Context: an optimization exercise on an open-source flow, tuned for small area, a short achievable clock period and few clock cycles per item. The choices shown serve that exercise and are no tape-out recipe. In this exercise RTL edits were held to simulation tests only and were not proved equivalent to the original.

### config.mk
export PLATFORM = sky130hd
export DESIGN_NAME = mult_diya_fp32
export DESIGN_NICKNAME = mult_diya_fp32
export VERILOG_FILES = /design/flow/design.v
export SDC_FILE = /design/flow/constraint.sdc
export NUM_CORES = 4
export LEC_CHECK = 0
export CAP_MARGIN = 20
export CORE_MARGIN = 2
export CORE_UTILIZATION = 40
export SLEW_MARGIN = 20
### constraint.sdc
create_clock -name core_clock -period 14.0 [get_ports {clk}]
set_input_delay 2.8000 -clock core_clock [delete_from_list [all_inputs] [get_ports {clk}]]
set_output_delay 2.8000 -clock core_clock [all_outputs]
set_load 0.01 [all_outputs]
### design.v
module mult_diya_fp32 (
   input  logic        clk,
   input  logic        nRST,
   input  logic        valid_in,
   input  logic [31:0] data1,
   input  logic [31:0] data2,
   output logic [31:0] result,
   output logic        valid_out
);
   localparam logic [31:0] CANON_NAN = 32'h7FC0_0000;
   logic       sign_a, sign_b, sign_p;
   logic [7:0] exp_a, exp_b;
   logic [22:0] frac_a, frac_b;
   assign sign_a = data1[31];
   assign sign_b = data2[31];
   assign exp_a  = data1[30:23];
   assign exp_b  = data2[30:23];
   assign frac_a = data1[22:0];
   assign frac_b = data2[22:0];
   assign sign_p = sign_a ^ sign_b;
   logic a_nan, b_nan, a_inf, b_inf, a_zero, b_zero;
   assign a_nan  = (exp_a == 8'hFF) && (frac_a != 23'd0);
   assign b_nan  = (exp_b == 8'hFF) && (frac_b != 23'd0);
   assign a_inf  = (exp_a == 8'hFF) && (frac_a == 23'd0);
   assign b_inf  = (exp_b == 8'hFF) && (frac_b == 23'd0);
   assign a_zero = (exp_a == 8'd0);
   assign b_zero = (exp_b == 8'd0);
   logic [47:0]        prod;
   logic               norm;
   logic [22:0]        mant;
   logic               guard_bit, round_bit, sticky_bit, round_up;
   logic [23:0]        mant_rnd;
   logic               rnd_carry;
   logic signed [9:0]  exp_final;
   logic [31:0]        finite_res;
   logic [31:0]        result_d;
   logic [31:0]        result_q;
   logic               valid_q;
   assign prod = {1'b1, frac_a} * {1'b1, frac_b};
   assign norm = prod[47];
   always_comb begin
      mant       = prod[45:23];
      guard_bit  = prod[22];
      round_bit  = prod[21];
      sticky_bit = |prod[20:0];
      if (norm) begin
         mant       = prod[46:24];
         guard_bit  = prod[23];
         round_bit  = prod[22];
         sticky_bit = |prod[21:0];
      end
   end
   assign round_up  = guard_bit & (round_bit | sticky_bit | mant[0]);
   assign mant_rnd  = {1'b0, mant} + {23'd0, round_up};
   assign rnd_carry = mant_rnd[23];
   assign exp_final = $signed({2'b00, exp_a}) + $signed({2'b00, exp_b})
                    - 10'sd127
                    + $signed({9'd0, norm})
                    + $signed({9'd0, rnd_carry});
   always_comb begin
      finite_res = {sign_p, exp_final[7:0], mant_rnd[22:0]};
      if (exp_final >= 10'sd255) begin
         finite_res = {sign_p, 8'hFF, 23'd0};
      end else if (exp_final <= 10'sd0) begin
         finite_res = {sign_p, 31'd0};
      end
   end
   always_comb begin
      result_d = finite_res;
      if (a_nan) begin
         result_d = data1 | 32'h0040_0000;
      end else if (b_nan) begin
         result_d = data2 | 32'h0040_0000;
      end else if ((a_inf && b_zero) || (b_inf && a_zero)) begin
         result_d = CANON_NAN;
      end else if (a_inf || b_inf) begin
         result_d = {sign_p, 8'hFF, 23'd0};
      end else if (a_zero || b_zero) begin
         result_d = {sign_p, 31'd0};
      end
   end
   always_ff @(posedge clk or negedge nRST) begin
      if (!nRST) begin
         result_q <= 32'h0000_0000;
         valid_q  <= 1'b0;
      end else begin
         valid_q <= valid_in;
         if (valid_in) begin
            result_q <= result_d;
         end
      end
   end
   assign result    = result_q;
   assign valid_out = valid_q;
endmodule
### run.sh
#!/bin/bash
# synth_recipe.tcl (not shown) runs the flow's synth.tcl, then flattens the netlist and writes it again
# the make line also repeats each setting of config.mk as NAME=value (left out here)
make -C /OpenROAD-flow-scripts/flow DESIGN_CONFIG=/design/flow/config.mk WORK_HOME=/design/flow/orfs CLKGATE_MAP_FILE= SYNTH_SCRIPT=/design/flow/synth_recipe.tcl finish
==> summary.txt <==
[worst min path at each step]
stage / startpoint / endpoint / cells after the start
final: result_q[8] / result_q[8] / 1
after global routing: result_q[4] / result_q[4] / 1
after floorplan: result_q[1] / result_q[1] / 1
after CTS: result_q[8] / result_q[8] / 1
after global placement: result_q[8] / result_q[8] / 1
after detailed placement: result_q[8] / result_q[8] / 1
[per-layer routing]
metal	up-vias	global-route usage [%]	part of all wire, %
met5	-	0	0.016
met4	2	9.738	4.4
met3	158	2.853	5.3
met2	621	48.02	50
met1	10340	33.54	40
li1	9107	-	-
[cell type report]
| cell class | instances | area [um^2] | share of cell area, % |
|---|---|---|---|
| Multi-Input combinational cell | 1966 | 19680 | 70.36 |
| Sequential cell | 33 | 825.8 | 2.952 |
| Inverter | 610 | 2298 | 8.217 |
| Timing Repair Buffer | 447 | 4061 | 14.52 |
| Tap cell | 756 | 945.9 | 3.382 |
| Clock buffer | 7 | 152.6 | 0.5457 |
| Clock inverter | 1 | 5.005 | 0.01789 |
| Antenna cell | 1 | 2.502 | 0.008947 |
[synthesized netlist by cell type (8+ instances only)]
cell and instances:
dfrtp_1 33, nor2_1 111, or4_1 8, a211oi_1 12, a221oi_1 9, nand4_1 18
and2_1 251, and4_1 12, inv_1 607, or3_1 12, a21oi_1 96, nand2b_1 8
o211ai_1 21, xor2_1 19, clkbuf_1 122, ha_1 188, and3_1 13, nand3_1 36
o31ai_1 9, nor4_1 22, o21ai_0 63, nand2_1 346, xnor2_1 29, o21a_1 14
a31oi_1 10, a21o_1 13, fa_1 484, mux2i_1 12, nor3_1 28
[flip-flops by register name (all words and copies together), names as in the netlist]
| register | cells |
|---|---|
| result_q | 32 |
| valid_q | 1 |
[what timing repair did]
| action | CTS | global route |
|---|---|---|
| cloned | 0 | 2 |
| buffers inserted | 1 | 15 |
| gates resized for setup | 3 | 79 |
| pin swaps | 1 | 22 |
| endpoints found under the setup margin | 4 | 29 |
[through the flow]
step	setup slack (ns)	TNS, ns	hold WS (ns)	area, um^2	util, %
after detailed placement	-0.5122	-4.801	0.4766	27320	48.26
after floorplan	0.5161	0	0.5209	23020	-
after global placement	-0.4559	-3.503	0.4753	27320	48.26
final	0.3356	0	0.4960	27970	49.41
after CTS	0.01503	0	0.4933	27500	48.57
after global routing	-0.06035	-0.08069	0.5198	27970	49.41
[cells by family (layout without fill, tap and decap cells)]
family | count (synthesis) | count (layout) | share of synthesized area (%)
AOI/OAI and AO/OA | 325 | 325 | 9.359
xor gates and xnor gates | 48 | 48 | 1.826
adders and majority gates | 672 | 672 | 52.31
buffers and inverters | 742 | 1065 | 12.17
DFF | 33 | 33 | 3.587
muxes | 15 | 15 | 0.6794
other | 0 | 1 | 0
and+or+nand+nor | 905 | 906 | 20.07
[layout by cell type (no fill, tap or decap), types with 13 or more instances in the layout]
master           netlist  layout
buf_12                 0      31
clkdlybuf4s50_1        0      93
xor2_1                19      19
nor4_1                22      22
ha_1                 188     183
o21ai_0               63      58
nand3_1               36      36
nor3_1                28      23
inv_1                607     605
nand4_1               18      18
a21o_1                13      13
xnor2_1               29      29
buf_4                  1     303
nand2_1              346     346
and2_1               251     250
dfrtp_1               33      33
o211ai_1              21      21
a21oi_1               96      88
fa_1                 484     480
nor2_1               111     108
o21a_1                14      14
==> qor.txt <==
Clk_skew = 0 ns
Rows = 87
Nets = 3802
Cell taking the most area after synthesis = fa_1
# DRC = 0
Arrival @ worst endpoint = 13.83 ns
Global-route wire length before repair = 123.5 mm
Stages on worst setup path = 43
P&R area growth vs syn = 21.50%
Worst slew pin tran = 1.220 ns
Mean Syn Cell Area = 8.402 um^2
CTS Root Cell = clkbuf_16
Die height = 243.9 um
TritonCTS clock tree = done
Die Wd = 243.9 um
I/O Pins = 100
Initial antenna violation count = 3
Reg2reg start = result_q[18]
Max Transition Viols Final = 0
Path type of the worst setup path = in2reg
Crit. End Element = flip-flop
Iter 0 DRT Violations = 1406
Via count = 20230
Number of global-route vias before repair = 21800
Final Critical Period = 13.66 ns
Final Hold Vio Count = 0
Max-Cap Viols = 0
Clk slew on worst S/H paths = 0.06 ns
Core area = 56600 um^2
GPL Wtd Cong = 0.9632
Synth Cell Area = 23020 um^2
FFs w/ async S/R, synth = 100.0%
Via density = 5.294
Share of cells above drive strength 1 = 14.72%
DR WL/cell = 20.66 um
R2R cell count = 2
H-tree Lvls = 2
WP buf/inv = 12
CTS Buf Count = 5
Fillers = 5571
Startpoint Class = input port
Top FF cell, synth = dfrtp_1
Synth area leaders = fa_1 (42%), ha_1 (10%), inv_1 (9.9%)
Drt total wl = 78.94 mm
Cts-stage hold buffer count = 0
Worst Setup SP = data2[13]
1st-pass router iterations = 5
GRT Total Usage = 26.89%
Crit path max-delay family = adder cells
Register area share after synthesis = 3.587%
Final setup violation count = 0
Worst-Skew Late Latency = 0.28 ns
Final non-filler cell total = 3821
Initial Utilization = 40.67%
Number of synthesized flops with an enable pin = 0
Hold Crit Class = reg2reg
R2R Path End = result_q[18]
Yosys cell types = 92
Mapped Nets = 3479
Port bufs = 99
Synth warn = 1
Period utilization = 97.60%
Crit path to = result_q[8]
Antenna-violating nets left = 0
Synth Instances = 2740
WP data required = 14.17 ns
Yosys reg bits = 33
Worst path slowest cell = or4b_2
Relative slew slack = 18.68%
Largest net degree at the start of global routing = 44
Critical path peak fanout = 12
Peak Freq = 73.18 MHz
Clk buf depth = 2
Reg2reg setup slack = 12.96 ns
Clk sinks = 33
# placed instances = 3794
Final HPWL DP = 67.99 mm
Worst path max stage delay = 0.68 ns
Die area = 59490 um^2
Cell mode on critical path = fa_1
Synth top area share = 42.09%
Grt ovf = 0
Status = timing/DRC/antenna clean
Testbench counts, summed over its fixed seeds: cycles 16,000, items 16,000.

## what the ideal ports hide
The flow's constraints put no driver on any port. The routed layout listed below was extracted and timed again, unchanged, in two steps. Step 1, drivers: a clkbuf_16 drives clk and a buf_2 each remaining input, both assumed. Step 2 adds t to the input delays and takes it off the output delays; t is the mean of the earliest and latest rising clock arrival at the registers after step 1. Input paths then give back, and output paths get back, about the clock's delay inside the block. Slacks: ideal ports / drivers / drivers and shift; pairs: ideal ports / drivers.
t (ns): 0.331
setup slack, ns: 0.336 / 0.277 / -0.053
worst setup path at the end: input to register
worst register clock-pin slew, ns: 0.06 / 0.06
Met with ideal ports but missed after step 2: setup timing in this run. For this run, drivers alone change the setup slack by -0.059 ns; drivers and shift together by -0.389 ns.
